Background: an optimization exercise with open tools, aiming at a short achievable clock period and few clock cycles. Do not read the settings as production practice.
The RTL of this run was laid out without a check of its function.
Power figures rest on the tool's default switching activity, not on a simulated workload.

## design/flow/flow/run.sh

```bash
#!/bin/bash
# Own flow: the standard layout, with timing repair asked to reach a
# larger setup slack than the default of zero, so that the achieved period
# shrinks. Everything else (synthesis, constraints, steps) is standard.
set -euo pipefail
bash standard.sh SETUP_SLACK_MARGIN=8 finish > standard_finish.log 2>&1
```

## design/flow/standard.sh

```bash
#!/bin/bash
# synth_recipe.tcl (not shown) runs the flow's synth.tcl, then flattens the netlist and writes it again
# the make line also repeats each setting of config.mk as NAME=value (left out here)
make -C /OpenROAD-flow-scripts/flow DESIGN_CONFIG=/design/flow/config.mk WORK_HOME=/design/flow/orfs CLKGATE_MAP_FILE= SYNTH_SCRIPT=/design/flow/synth_recipe.tcl "${@:-finish}"
```

## design/flow/config.mk

```make
export PLATFORM = sky130hd
export DESIGN_NAME = p_cache
export DESIGN_NICKNAME = p_cache
export VERILOG_FILES = /design/flow/design.v
export SDC_FILE = /design/flow/constraint.sdc
export NUM_CORES = 4
export LEC_CHECK = 0
export ABC_CLOCK_PERIOD_IN_PS = 3000
export CAP_MARGIN = 20
export CELL_PAD_IN_SITES_DETAIL_PLACEMENT = 0
export CELL_PAD_IN_SITES_GLOBAL_PLACEMENT = 0
export CORE_MARGIN = 2
export CORE_UTILIZATION = 65
export CTS_CLUSTER_DIAMETER = 80
export CTS_CLUSTER_SIZE = 25
export PLACE_DENSITY = 0.8
export SLEW_MARGIN = 20
```

## design/flow/constraint.sdc

```tcl
create_clock -name core_clock -period 11.0 [get_ports {clk}]
set_input_delay 2.2000 -clock core_clock [delete_from_list [all_inputs] [get_ports {clk}]]
set_output_delay 2.2000 -clock core_clock [all_outputs]
set_load 0.01 [all_outputs]
```

## design/flow/design.v

```verilog
package pcache_pkg;
    localparam int unsigned ADDR_W         = 32;
    localparam int unsigned DATA_W         = 16;
    localparam int unsigned LINES_DEF      = 32;
    localparam int unsigned LINE_WORDS_DEF = 8;
    localparam int unsigned INDEX_W_DEF    = $clog2(LINES_DEF);
    localparam int unsigned OFFSET_W_DEF   = $clog2(LINE_WORDS_DEF);
    localparam int unsigned TAG_W_DEF      = ADDR_W - INDEX_W_DEF - OFFSET_W_DEF;
    localparam logic [31:0] STAT_MAX       = 32'hFFFF_FFFF;
    typedef enum logic [1:0] {
        IDLE = 2'd0,
        REQ  = 2'd1,
        FILL = 2'd2,
        DONE = 2'd3
    } pcache_state_e;
    function automatic logic [31:0] sat_inc(input logic [31:0] value);
        sat_inc = (value == STAT_MAX) ? value : value + 32'd1;
    endfunction
endpackage
module pcache_data_ram #(
    parameter int unsigned DEPTH = 256,
    parameter int unsigned AW    = 8,
    parameter int unsigned DW    = 16
) (
    input  logic          clk,
    input  logic          we,
    input  logic [AW-1:0] waddr,
    input  logic [DW-1:0] wdata,
    input  logic [AW-1:0] raddr,
    output logic [DW-1:0] rdata
);
    logic [DW-1:0] mem [DEPTH];
    always_ff @(posedge clk) begin
        if (we) begin
            mem[waddr] <= wdata;
        end
        rdata <= mem[raddr];
    end
endmodule
import pcache_pkg::*;
module p_cache #(
    parameter int unsigned LINES      = LINES_DEF,
    parameter int unsigned LINE_WORDS = LINE_WORDS_DEF
) (
    input  logic        clk,
    input  logic        rst_n,
    input  logic [31:0] prg_address,
    input  logic        flush,
    output logic [15:0] instruction,
    output logic        p_cache_miss,
    output logic        mem_req,
    output logic [31:0] mem_addr,
    input  logic        mem_ack,
    input  logic        mem_valid,
    input  logic [15:0] mem_data
);
    localparam int unsigned INDEX_W  = $clog2(LINES);
    localparam int unsigned OFFSET_W = $clog2(LINE_WORDS);
    localparam int unsigned TAG_W    = ADDR_W - INDEX_W - OFFSET_W;
    localparam int unsigned LINE_W   = ADDR_W - OFFSET_W;
    localparam logic [OFFSET_W-1:0] LAST_BEAT = OFFSET_W'(LINE_WORDS - 1);
    logic [LINES-1:0][LINE_WORDS-1:0][DATA_W-1:0] dat_q;
    logic [LINES-1:0][TAG_W-1:0]                  tag_q;
    logic [LINES-1:0]                             valid_q;
    logic                  first_q;   
    logic                  dlvr_q;    
    logic                  pm_q;      
    logic                  slow_q;    
    logic [DATA_W-1:0]     instr_q;   
    logic [ADDR_W-1:0]     a_q;       
    logic                  req_q;     
    logic                  wb_q;      
    logic                  ack_q;     
    logic                  fa_q;      
    logic                  done_q;    
    logic [LINE_W-1:0]     fl_q;      
    logic [OFFSET_W-1:0]   bc_q;      
    logic [LINE_WORDS-1:0] mask_q;    
    logic                  bv1_q;     
    logic [OFFSET_W-1:0]   bo1_q;     
    logic [DATA_W-1:0]     bd1_q;     
    localparam int unsigned NS = 4;
    logic [NS-1:0][LINE_WORDS-1:0][DATA_W-1:0] cd_q;
    logic [NS-1:0][TAG_W-1:0]   ct_q;
    logic [NS-1:0]              cv_q;
    logic [NS-1:0]              cst_q;   
    logic [NS-1:0][INDEX_W-1:0] ki_q;    
    logic [LINES-1:0]      aoh_q;     
    logic [LINES-1:0]      foh_q;     
    logic [LINE_W-1:0]     ma_q;      
    logic [INDEX_W-1:0]  a_idx;
    logic [OFFSET_W-1:0] a_off;
    logic [NS-1:0][LINES-1:0] soh;
    assign a_idx  = a_q[OFFSET_W +: INDEX_W];
    assign a_off  = a_q[OFFSET_W-1:0];
    assign soh[0] = aoh_q;
    assign soh[1] = {aoh_q[LINES-2:0], aoh_q[LINES-1]};
    assign soh[2] = {aoh_q[0], aoh_q[LINES-1:1]};
    assign soh[3] = {aoh_q[1:0], aoh_q[LINES-1:2]};
    logic [NS-1:0][LINE_WORDS-1:0][DATA_W-1:0] gd;
    logic [NS-1:0][TAG_W-1:0]                  gt;
    logic [NS-1:0]                             gv;
    always_comb begin
        for (int k = 0; k < NS; k++) begin
            gd[k] = '0; gt[k] = '0; gv[k] = 1'b0;
            for (int i = 0; i < LINES; i++) begin
                gd[k] = gd[k] | ({(LINE_WORDS*DATA_W){soh[k][i]}} & dat_q[i]);
                gt[k] = gt[k] | ({TAG_W{soh[k][i]}} & tag_q[i]);
                gv[k] = gv[k] | (soh[k][i] & valid_q[i]);
            end
        end
    end
    logic accept, ack, beat, last_beat, dlv;
    assign accept    = first_q || dlvr_q;
    assign ack       = mem_ack;
    assign beat      = fa_q && mem_valid;
    assign last_beat = beat && (bc_q == LAST_BEAT);
    assign dlv       = wb_q && mem_valid && (bc_q == a_off);
    logic [INDEX_W-1:0]  n_idx;
    logic [OFFSET_W-1:0] n_off;
    logic [TAG_W-1:0]    n_tag;
    logic n_in0, n_in1, n_arr_hit, n_lmf, n_lm, n_beat, n_b1, n_lastok, n_avail;
    logic n_fh, n_fsrc, n_tc, n_hit, n_wait, n_slow, n_req;
    logic [DATA_W-1:0] n_data;
    logic [LINES-1:0] n_lsel;
    assign n_idx = prg_address[OFFSET_W +: INDEX_W];
    always_comb begin
        for (int i = 0; i < LINES; i++) n_lsel[i] = (n_idx == INDEX_W'(i));
    end
    assign n_off = prg_address[OFFSET_W-1:0];
    assign n_tag = prg_address[ADDR_W-1 -: TAG_W];
    logic [NS-1:0] n_in, n_sv, n_sh;
    always_comb begin
        for (int k = 0; k < NS; k++) begin
            n_in[k] = (n_idx == ((k == 0) ? a_idx : ki_q[k]));
            n_sv[k] = n_in[k] && !cst_q[k];
            n_sh[k] = n_sv[k] && cv_q[k] && (ct_q[k] == n_tag);
        end
    end
    assign n_in0     = n_in[0];
    assign n_in1     = |n_in[NS-1:1];
    assign n_arr_hit = !flush && (|n_sh);
    assign n_lmf  = (fl_q == prg_address[ADDR_W-1:OFFSET_W]);
    assign n_lm   = (fa_q || done_q) && n_lmf;
    assign n_beat = fa_q && mem_valid && (bc_q == n_off);
    assign n_b1   = bv1_q && (bo1_q == n_off);
    assign n_lastok = fa_q ? (!(mem_valid && (bc_q == LAST_BEAT)) ||
                              ((&mask_q[LINE_WORDS-2:0]) && !flush))
                           : !flush;
    assign n_avail = mask_q[n_off] && !flush;
    assign n_fh    = n_lm && n_lastok && (n_avail || n_beat);
    assign n_fsrc  = n_beat || n_b1 || (|n_sv);
    assign n_tc    = fa_q && n_lmf && ((n_off > bc_q) || ((n_off == bc_q) && !mem_valid));
    assign n_hit  = n_arr_hit || (n_fh && n_fsrc);
    assign n_wait = !n_hit && n_tc;
    assign n_slow = first_q || (!n_hit && !n_wait &&
                    ((!(|n_sv) && !n_lm) || (n_fh && !n_fsrc)));
    assign n_req  = !n_hit && !n_wait && !n_slow;
    always_comb begin
        if (n_lm && n_beat)                   n_data = mem_data;
        else if (n_lm && n_b1 && !n_arr_hit)  n_data = bd1_q;
        else begin
            n_data = '0;
            for (int k = 0; k < NS; k++) begin
                n_data = n_data | ({DATA_W{n_sv[k]}} & cd_q[k][n_off]);
            end
        end
    end
    logic s_arr_hit, s_lm, s_beat, s_fh, s_tc, s_hit;
    logic [DATA_W-1:0] s_data;
    assign s_arr_hit = gv[0] && (gt[0] == a_q[ADDR_W-1 -: TAG_W]) && !flush;
    assign s_lm      = fa_q && (fl_q == a_q[ADDR_W-1:OFFSET_W]);
    assign s_beat    = mem_valid && (bc_q == a_off);
    assign s_fh      = s_lm && ((mask_q[a_off] && !flush) || s_beat);
    assign s_tc      = s_lm && ((a_off > bc_q) || ((a_off == bc_q) && !mem_valid));
    assign s_hit     = s_arr_hit || s_fh;
    assign s_data    = (s_lm && s_beat) ? mem_data : gd[0][a_off];
    assign p_cache_miss = pm_q;
    assign instruction  = instr_q;
    assign mem_req      = req_q;
    assign mem_addr     = {ma_q, {OFFSET_W{1'b0}}};
    always_ff @(posedge clk) begin
        if (accept)      instr_q <= n_data;
        else if (slow_q) instr_q <= s_data;
        else             instr_q <= mem_data;
    end
    always_ff @(posedge clk or negedge rst_n) begin
        if (!rst_n) begin
            first_q <= 1'b1;
            dlvr_q  <= 1'b0;
            pm_q    <= 1'b1;
            slow_q  <= 1'b0;
            req_q   <= 1'b0;
            wb_q    <= 1'b0;
            ack_q   <= 1'b0;
            fa_q    <= 1'b0;
            done_q  <= 1'b0;
            bc_q    <= '0;
            mask_q  <= '0;
            bv1_q   <= 1'b0;
            cv_q    <= '0;
            cst_q   <= '0;
        end else begin
            cst_q[0] <= accept && !n_in0 && !n_in1;
            for (int k = 1; k < NS; k++) cst_q[k] <= accept && !n_in0;
            first_q <= 1'b0;
            dlvr_q  <= (accept && n_hit) || (slow_q && s_hit) || dlv;
            pm_q    <= !((accept && n_hit) || (slow_q && s_hit) || dlv);
            slow_q  <= accept && n_slow;
            req_q   <= (accept && n_req) || (slow_q && !s_hit && !s_tc) ||
                       (req_q && !mem_ack);
            wb_q    <= (accept && n_wait) || (slow_q && !s_hit && s_tc) || ack ||
                       (wb_q && !dlv);
            ack_q   <= ack;
            done_q  <= last_beat && (&mask_q[LINE_WORDS-2:0]) && !flush && !ack;
            bv1_q   <= beat;
            if (ack) begin
                fa_q   <= 1'b1;
                bc_q   <= '0;
                mask_q <= '0;
            end else begin
                if (last_beat) fa_q <= 1'b0;
                if (beat) bc_q <= bc_q + OFFSET_W'(1);
                mask_q <= (flush ? '0 : mask_q) |
                          (beat ? (LINE_WORDS'(1) << bc_q) : '0);
            end
            if (accept && n_in1 && !n_in0) begin
                cv_q[0] <= !flush && (|(n_in[NS-1:1] & gv[NS-1:1]));
            end else begin
                cv_q[0] <= gv[0] && !flush && !ack;
            end
            for (int k = 1; k < NS; k++) cv_q[k] <= gv[k] && !flush;
        end
    end
    always_ff @(posedge clk) begin
        if (accept) begin
            a_q   <= prg_address;
            aoh_q <= n_lsel;
            ki_q[0] <= n_idx;
            ki_q[1] <= n_idx + INDEX_W'(1);
            ki_q[2] <= n_idx - INDEX_W'(1);
            ki_q[3] <= n_idx - INDEX_W'(2);
        end
        if (accept && n_req)               ma_q <= prg_address[ADDR_W-1:OFFSET_W];
        else if (slow_q && !s_hit && !s_tc) ma_q <= a_q[ADDR_W-1:OFFSET_W];
        if (ack) begin
            fl_q  <= a_q[ADDR_W-1:OFFSET_W];
            foh_q <= aoh_q;
        end
        bo1_q <= bc_q;
        bd1_q <= mem_data;
        if (accept && n_in1 && !n_in0) begin
            cd_q[0] <= '0;
            ct_q[0] <= '0;
            for (int k = 1; k < NS; k++) begin
                if (n_in[k]) begin
                    cd_q[0] <= gd[k];
                    ct_q[0] <= gt[k];
                end
            end
        end else begin
            cd_q[0] <= gd[0];
            ct_q[0] <= gt[0];
        end
        for (int k = 1; k < NS; k++) begin
            cd_q[k] <= gd[k];
            ct_q[k] <= gt[k];
        end
    end
    always_ff @(posedge clk or negedge rst_n) begin
        if (!rst_n) begin
            valid_q <= '0;
        end else if (flush) begin
            valid_q <= '0;
        end else begin
            for (int i = 0; i < LINES; i++) begin
                if (ack && aoh_q[i])
                    valid_q[i] <= 1'b0;
                else if (last_beat && foh_q[i] && (&mask_q[LINE_WORDS-2:0]))
                    valid_q[i] <= 1'b1;
            end
        end
    end
    always_ff @(posedge clk) begin
        for (int i = 0; i < LINES; i++) begin
            if (ack_q && aoh_q[i])
                tag_q[i] <= a_q[ADDR_W-1 -: TAG_W];
        end
    end
    always_ff @(posedge clk) begin
        for (int i = 0; i < LINES; i++) begin
            for (int w = 0; w < LINE_WORDS; w++) begin
                if (fa_q && foh_q[i] && (bc_q == OFFSET_W'(w)))
                    dat_q[i][w] <= mem_data;
            end
        end
    end
endmodule
```

==> run notes <==
==> worst min-delay path by stage <==
stage,slack (ns),endpoint,cells past startpoint
2_1_floorplan,0.37,bo1_q[2],0
3_3_place_gp,0.44,bo1_q[1],0
3_5_place_dp,0.46,bo1_q[1],0
4_1_cts,0.49,bo1_q[1],0
==> metrics by stage <==
step,instance area [µm²],worst slack [ns],total power [mW],std cells,hold WS [ns]
CTS,314000,6.95,43.0,28200,0.485
detailed placement,293000,4.14,30.4,27300,0.465
global placement,293000,4.07,30.5,27200,0.438
floorplan,286000,6.45,28.0,23100,0.372
==> cell families after synthesis <==
group                      count (synthesis)  synth area share [%]
xor gates and xnor gates                 198                 0.609
other                                      1               0.00132
muxes                                    264                  1.54
AOI/OAI and AO/OA                      10500                  28.4
adders and majority gates                 22                0.0967
and+or+nand+nor                         3937                  7.87
DFF                                     5733                  58.1
buffers and inverters                   2464                  3.41
==> power groups by stage <==
stage	clock network [mW]	logic [mW]	registers, mW
after floorplan	0	2.84	25.1
after detailed placement	0	5.03	25.4
after CTS	12.4	5.65	24.9
after global placement	0	5.02	25.4
==> what timing repair did <==
item	in CTS
resized for setup	1328
hold buffers	0
buffers inserted	389
pin swaps	248
cloned	110
setup endpoints to repair	4140
==> layer usage <==
layer,global-route usage (%),overflow
met5,38.1,0
met4,65.0,2
met3,63.7,0
met2,85.4,0
met1,77.7,0
==> cell usage after synthesis (4+ instances only) <==
cell type  instances
a22oi_1         7857
edfxtp_1        5031
nand4_1         1431
clkbuf_1        1195
a221oi_1        1070
nand3_1         1065
a22o_1          1060
buf_1            892
dfxtp_1          643
or4_1            531
nor2_1           461
buf_2            350
a21oi_1          216
nand2_1          174
mux4_2           132
xnor2_1          123
and3_1            86
mux2_2            79
nor4_1            79
xor2_1            75
o211ai_1          61
dfrtp_1           57
a211oi_1          51
mux2i_1           50
o21ai_0           47
a31oi_1           45
and2_1            36
nor3_1            31
ha_1              22
inv_1             18
o22ai_1           17
a222oi_1          16
or3_1             14
o21ai_1           10
a21o_1             8
a221o_1            6
a31o_2             6
o22a_1             5
a32oi_1            4
and4_1             4
buf_4              4
nor2b_1            4
or2_2              4
==> run notes <==
* Synth cell types at 69
* CTS buffer count at 284
* # rows at 243
* Synth Instances at 23.1k
* Max Root-Sink Buffers at 4
* Stop stage: global routing
* IO buf count at 99
* Die Y-Extent at 666 µm
* Gr ovfl total at 2
* DP Wirelength at 869 mm
* Top_reg_cell synth: edfxtp_1
* H-tree lvl count at 5
* Cells taking the most area after synthesis: edfxtp_1 (53%), a22oi_1 (21%), dfxtp_1 (4.5%), a221oi_1 (3.3%), a22o_1 (3.3%)
* Seq/Total Area, Yosys at 58.1%
* Initial Util at 65.1%
* Gr usage total at 74.0%
* Run Error: [ERROR GRT-0232] Routing congestion too high. Check the congestion heatmap in the GUI.
* Total I/O pin count at 103
* Area leader, netlist: edfxtp_1
* Mapped Area at 0.285 mm²
* Status: aborted with a tool error
* Synth Warn # at 1
* Root Driver: clkbuf_16
* GP Congestion at 1.13
* #FFs+latches synth at 5733
* Clk sinks at 5733
* Post-synthesis async set-or-reset flop share at 1.03%
* Largest net degree at the start of global routing at 163
* Syn_area_per_cell at 12.3 µm²
* Yosys top cell area share at 53.1%
* Die width at 666 µm
* Number of synthesized flops with an enable pin at 5031
